From an optimization exercise on the open Yosys and OpenROAD flow, aimed at small area, a short achievable clock period and few clock cycles per item; shortcuts taken in it are not production practice. Function was checked by simulation only, so behaviour that the tests miss may differ from the original.

==> flow/design.v (excerpt) <==
module rgb_to_xy_chromaticity (
    input  logic        i_clk,
    input  logic        i_rst_n,
    input  logic        i_s_tvalid,
    output logic        o_s_tready,
    input  logic [23:0] i_s_tdata,    
    output logic        o_m_tvalid,
    input  logic        i_m_tready,
    output logic [31:0] o_m_tdata,    
    output logic [0:0]  o_m_tuser     
);
Size: about 16000 cells after synthesis, roughly 63 I/O pins, roughly 150000 µm² of cells after synthesis.
clock: 8.0 ns
lec_check: 0
abc_area: 1
cap_margin: 20
core_margin: 2
core_utilization: 40
cts_buf_list: sky130_fd_sc_hd__clkbuf_8
setup_slack_margin: 4.7
slew_margin: 20
run.sh (not shown) runs the stock make flow with config.mk's settings and CLKGATE_MAP_FILE= SYNTH_SCRIPT=/design/flow/synth_recipe.tcl, a recipe that flattens the netlist after the stock synthesis.
The first run produced a clean layout.
Testbench counts at the start, summed over its fixed seeds: cycles 16,120, items 16,000.
Then changed:
Settings changed: CAP_MARGIN 20 to 10, CORE_UTILIZATION 40 to 55, SETUP_SLACK_MARGIN 4.7 to 4.3, SLEW_MARGIN 20 to 10.
=>
- The changed run passed the timing, DRC and antenna checks
- cell count decreases by 8.1%
- clock-buffer cell count falls by 32
- area after synthesis stays the same
- maximum frequency drops by 4.7%
Then changed:
Settings changed: CAP_MARGIN 10 to 20, CORE_UTILIZATION 55 to 40, SLEW_MARGIN 10 to 20.
Clock skew goes down by 0.069 ns.
Setup slack gains 0.069 ns.
Via count is lower by 3.8%.
Non-clock buffer count drops by 28.
Area after synthesis does not change.

========
Another version of the RTL of rgb_to_xy_chromaticity (not shown whole).
Size: roughly 16000 cells after synthesis, about 63 I/O pins, roughly 0.16 mm² of cells after synthesis.
clock: 8.0 ns
lec_check: 0
abc_area: 1
cap_margin: 20
core_margin: 2
core_utilization: 40
setup_slack_margin: 4.5
slew_margin: 20
The baseline completed with no timing, DRC or antenna violations.
Testbench counts at the start, summed over its fixed seeds: cycles 16,120, items 16,000.
Then changed:
ABC_AREA = default   (was 1)
SETUP_SLACK_MARGIN = 4.3   (was 4.5)
=> The changed run completed with no timing, DRC or antenna violations. Critical path depth is lower by 5. Final area decreases by about 1.1%. Core utilization is about the same. Non-clock buffer count went up by 51. Cell count goes down by 11%.

========
## run Y
rgb_to_xy_chromaticity, a different RTL version from the one above (not shown whole).
Size in the first run: roughly 16,000 cells after synthesis, ~2,700 flip-flops, roughly 63 I/O pins.
Design rgb_to_xy_chromaticity, start of the top module:
module rgb_to_xy_chromaticity (
    input  logic        i_clk,
    input  logic        i_rst_n,
    input  logic        i_s_tvalid,
    output logic        o_s_tready,
    input  logic [23:0] i_s_tdata,    
    output logic        o_m_tvalid,
    input  logic        i_m_tready,
    output logic [31:0] o_m_tdata,    
    output logic [0:0]  o_m_tuser     
);
Settings: LEC_CHECK=0, ABC_AREA=1, CAP_MARGIN=20, CORE_MARGIN=2, CORE_UTILIZATION=40, CTS_BUF_LIST=sky130_fd_sc_hd__clkbuf_8, SETUP_SLACK_MARGIN=4.3, SLEW_MARGIN=20; clock period 8.0 ns.
Testbench counts of run Y, summed over its fixed seeds: cycles 16,120, items 16,000.
Edits applied to the flow inputs when going from run Y to run G:
--- a/flow/config.mk
+++ b/flow/config.mk
@@ -11,4 +11,6 @@
 export CORE_UTILIZATION = 40
-export CTS_BUF_LIST = sky130_fd_sc_hd__clkbuf_8
-export SETUP_SLACK_MARGIN = 4.3
+export CTS_BUF_LIST = sky130_fd_sc_hd__clkbuf_16
+export CTS_CLUSTER_DIAMETER = 100
+export CTS_CLUSTER_SIZE = 20
+export SETUP_SLACK_MARGIN = 4.0
 export SLEW_MARGIN = 20
[summary]
Run G was carried through to the last stage, and its layout satisfied the timing, DRC and antenna checks.
When run G is set beside run Y, its core utilization turns out to be 1.8 points smaller.
[compare] base=run Y new=run G: cell count lower; global-route wire length before repair now smaller.
Where maximum frequency is concerned, run Y is better than run G.

========
Setup of old:
rgb_to_xy_chromaticity again, from the RTL that the note above started with.
Settings: LEC_CHECK=0, ABC_AREA=1, CAP_MARGIN=20, CORE_MARGIN=2, CORE_UTILIZATION=40, CTS_BUF_LIST=sky130_fd_sc_hd__clkbuf_16, CTS_CLUSTER_DIAMETER=100, CTS_CLUSTER_SIZE=20, SETUP_SLACK_MARGIN=4.3, SLEW_MARGIN=20; clock period 8.0 ns.
Both conditions hold for old: the flow ran to the end and the final layout passed the timing, DRC and antenna checks.
Testbench counts of old, summed over its fixed seeds: cycles 16,120, items 16,000.
[inputs] new vs old
Settings: a change of CTS_CLUSTER_SIZE from 20 to 24.
==> comparison <==
- new vs old, post-synthesis to final-layout area growth went down by 0.45 points.
- When new is measured against old, its non-clock buffer count turns out 7 lower.
- Comparing share of the clock period used by the worst path for new and old, the smaller number came from new.
- Total of max-cap violations: old vs new identical
- Launch point of the worst path = r_in[16]: new; launch point of the worst path = u_div.r_xs[6][30]: old
- On area share of buffers outside the clock network, new and old are neck and neck.

==> what the ideal ports hide <==
Ports are ideal in the flow. The routed layouts listed here were re-timed in OpenROAD.
Step 1: set_driving_cell puts a clkbuf_16 on i_clk and a buf_2 on each other input, an assumption about the parent block.
Step 2 moves the port delays by t, midway between the first and last clock arrival at a register: inputs arrive t later, outputs are due t later. That takes back most of the time a late clock gives input paths.
Three values: ideal ports, drivers, drivers and shift; two values: the first two.
run	t, ns	setup slack, ns	clock arrival spread, ns	cell pins on the clock port's net
the first run of note 1	1.200	4.435 / 4.435 / 3.858	0.163 / 0.163	1
the second run of note 1	1.170	4.259 / 4.259 / 3.961	0.188 / 0.188	1
the third run of note 1	1.176	4.329 / 4.329 / 4.093	0.150 / 0.151	1
the first run of note 2	1.022	4.317 / 4.317 / 4.030	0.116 / 0.115	1
the second run of note 2	1.032	4.213 / 4.213 / 3.926	0.113 / 0.114	1
run Y	1.193	4.290 / 4.290 / 3.995	0.156 / 0.156	1
run G	0.990	3.964 / 3.964 / 3.964	0.108 / 0.108	1
old	0.987	4.261 / 4.261 / 3.994	0.114 / 0.114	1
new	0.978	4.286 / 4.286 / 3.987	0.090 / 0.090	1
After both steps every run listed still meets setup and hold. For the first run of note 1, which loses most, drivers alone change the setup slack by 0.000 ns; drivers and shift together by -0.577 ns.
